From an optimization exercise on the open Yosys and OpenROAD flow, aimed at small area, a short achievable clock period and few clock cycles per item; shortcuts taken in it are not production practice.
At most, simulation tests tie the RTL to the original design; equivalence was not proved.
Power is estimated from default activity; no workload was simulated.

==> flow/design.v (excerpt) <==
module ospfb_top #(
  parameter int FFT_LEN = 32,
  parameter int DEC_FAC = 24,
  parameter int PTAPS   = 4,
  localparam int BR_W   = $clog2(FFT_LEN)
) (
  input  logic    clk,
  input  logic    rst_n,
  input  logic    in_valid,
  input  ospfb_pkg::sample_t in_data,
  output logic    in_ready,
  output logic    out_valid,
  output ospfb_pkg::out_t    out_data,
  output logic    out_last,
  output logic    out_sat,
  output logic    frame_start
);
export LEC_CHECK = 0
export ABC_CLOCK_PERIOD_IN_PS = 3000
export CAP_MARGIN = 20
export CORE_MARGIN = 2
export CORE_UTILIZATION = 40
export CTS_CLUSTER_DIAMETER = 150
export CTS_CLUSTER_SIZE = 28
export SLEW_MARGIN = 20
create_clock -name core_clock -period 9.0 [get_ports {clk}]
run.sh (not shown) runs the stock make flow with config.mk's settings and CLKGATE_MAP_FILE= SYNTH_SCRIPT=/design/flow/synth_recipe.tcl, a recipe that flattens the netlist after the stock synthesis.
Next try:
--- a/flow/config.mk
+++ b/flow/config.mk
@@ -11,4 +11,4 @@
 export CORE_UTILIZATION = 40
 export CTS_CLUSTER_DIAMETER = 150
-export CTS_CLUSTER_SIZE = 28
+export CTS_CLUSTER_SIZE = 24
 export SLEW_MARGIN = 20
The changed run produced a clean layout.
Sequential power is about the same.
Die area does not change.
Total power goes up by 3.3%.
Clock-buffer cell count goes up by 24.
Synthesized area is unchanged.
Setup slack gains 0.022 ns.
Synthesized cell count does not change.
Global-route usage goes up by 0.14 points.
Maximum frequency goes up by 0.45%.
Wire length goes up by 0.53%.
No functional check of the RTL was part of any run of this note.

---

ospfb_top, a different RTL version from the one above (not shown whole).
For scale: ~2,800 flip-flops, roughly 71,000 µm² of cells after synthesis.
## ospfb_top
module ospfb_top #(
  parameter int FFT_LEN = 32,
  parameter int DEC_FAC = 24,
  parameter int PTAPS   = 4,
  localparam int BR_W   = $clog2(FFT_LEN)
) (
  input  logic    clk,
  input  logic    rst_n,
  input  logic    in_valid,
  input  ospfb_pkg::sample_t in_data,
  output logic    in_ready,
  output logic    out_valid,
  output ospfb_pkg::out_t    out_data,
  output logic    out_last,
  output logic    out_sat,
  output logic    frame_start
);
clock: 9.0 ns
lec_check: 0
abc_clock_period_in_ps: 3000
cap_margin: 20
core_margin: 2
core_utilization: 40
cts_cluster_diameter: 150
cts_cluster_size: 28
slew_margin: 20
standard.sh (not shown) runs the stock make flow with config.mk's settings and CLKGATE_MAP_FILE= SYNTH_SCRIPT=/design/flow/synth_recipe.tcl, a recipe that flattens the netlist after the stock synthesis.
==> flow/flow/run.sh <==
#!/bin/bash
# Layout flow: the standard flow (standard.sh, unchanged synthesis) with
# two repair settings changed: timing repair aims below the clock period
# (a larger setup margin), and ports are buffered with buf_4 cells.
# make's full output goes to run_make.log in the work folder.
set -euo pipefail
cd "$(dirname "$0")/.."
MARGIN=${MARGIN:-5.9}
bash standard.sh \
  "SETUP_SLACK_MARGIN=${MARGIN}" \
  "BUFFER_PORTS_ARGS=-buffer_cell sky130_fd_sc_hd__buf_4" \
  finish > run_make.log 2>&1
test -f out/final.def
Testbench counts at the start, summed over its fixed seeds: cycles 12,520, items 12,288.
Next try:
Settings changed: CTS_CLUSTER_DIAMETER 150 to 80, CTS_CLUSTER_SIZE 28 to 20.
Via count rose by 1.0%.
Setup slack is worse by 0.030 ns.
Wire length rises by 1.5%.
Non-clock buffer count falls by 5.
Count of clock-buffer cells in the layout climbs by 50.
Final area rose by 2.3%.
Clock skew came out lower by 0.0056 ns.
Next try:
Settings changed: CORE_UTILIZATION 40 to 45, CTS_CLUSTER_DIAMETER 80 to 150, CTS_CLUSTER_SIZE 20 to 28.
Outcome: The new run went through all stages and came out clean. Fmax barely changes. Worst setup slack gets worse by 0.0058 ns. Synthesized area is unchanged. Design area is lower by 2.8%. First-iteration DRC count is lower by 3.9%. Die area is lower by 11%. Via count is lower by 1.6%. Routed wire length is lower by 1.3%. Non-clock buffer count is higher by 4. Synthesized cell count is unchanged. Flip-flop and latch count stays the same.
Next try:
Settings changed: CORE_UTILIZATION 45 to 40, CTS_CLUSTER_DIAMETER 150 to 100.
Effect: Design area rose slightly; via count rises slightly; utilization falls by 5.2 points; non-clock buffer count rises by 4; wire length is higher slightly; fmax climbs slightly; setup slack improved by 0.029 ns; die area came out higher by roughly a tenth; register-to-register slack improves by 0.04 ns; power grows slightly; synthesized cell count does not change.

[separate check: timing with driven ports]
The flow's constraints put no driver on any port. The routed layouts listed below were extracted and timed again, unchanged, in two steps. Step 1, drivers: a clkbuf_16 drives clk and a buf_2 each remaining input, both assumed. Step 2 moves the port delays by t, midway between the first and last clock arrival at a register: inputs arrive t later, outputs are due t later. That takes back most of the time a late clock gives input paths. Three values: ideal ports, drivers, drivers and shift; two values: the first two.
run | shift t [ns] | setup WS [ns] | worst setup path after step 2 | cell pins on the clock port's net
the first run of note 1 | 0.833 | 4.125 / 4.125 / 4.125 | register to register | 1
the second run of note 1 | 0.865 | 4.146 / 4.146 / 4.146 | register to register | 1
the first run of note 2 | 0.833 | 5.866 / 5.790 / 5.533 | input to register | 1
the second run of note 2 | 0.877 | 5.836 / 5.756 / 5.510 | input to register | 1
the third run of note 2 | 0.816 | 5.830 / 5.757 / 5.480 | input to register | 1
the fourth run of note 2 | 0.837 | 5.859 / 5.783 / 5.518 | input to register | 1
After both steps every run listed still meets setup and hold. For the third run of note 2, which loses most, drivers alone change the setup slack by -0.073 ns; drivers and shift together by -0.350 ns.
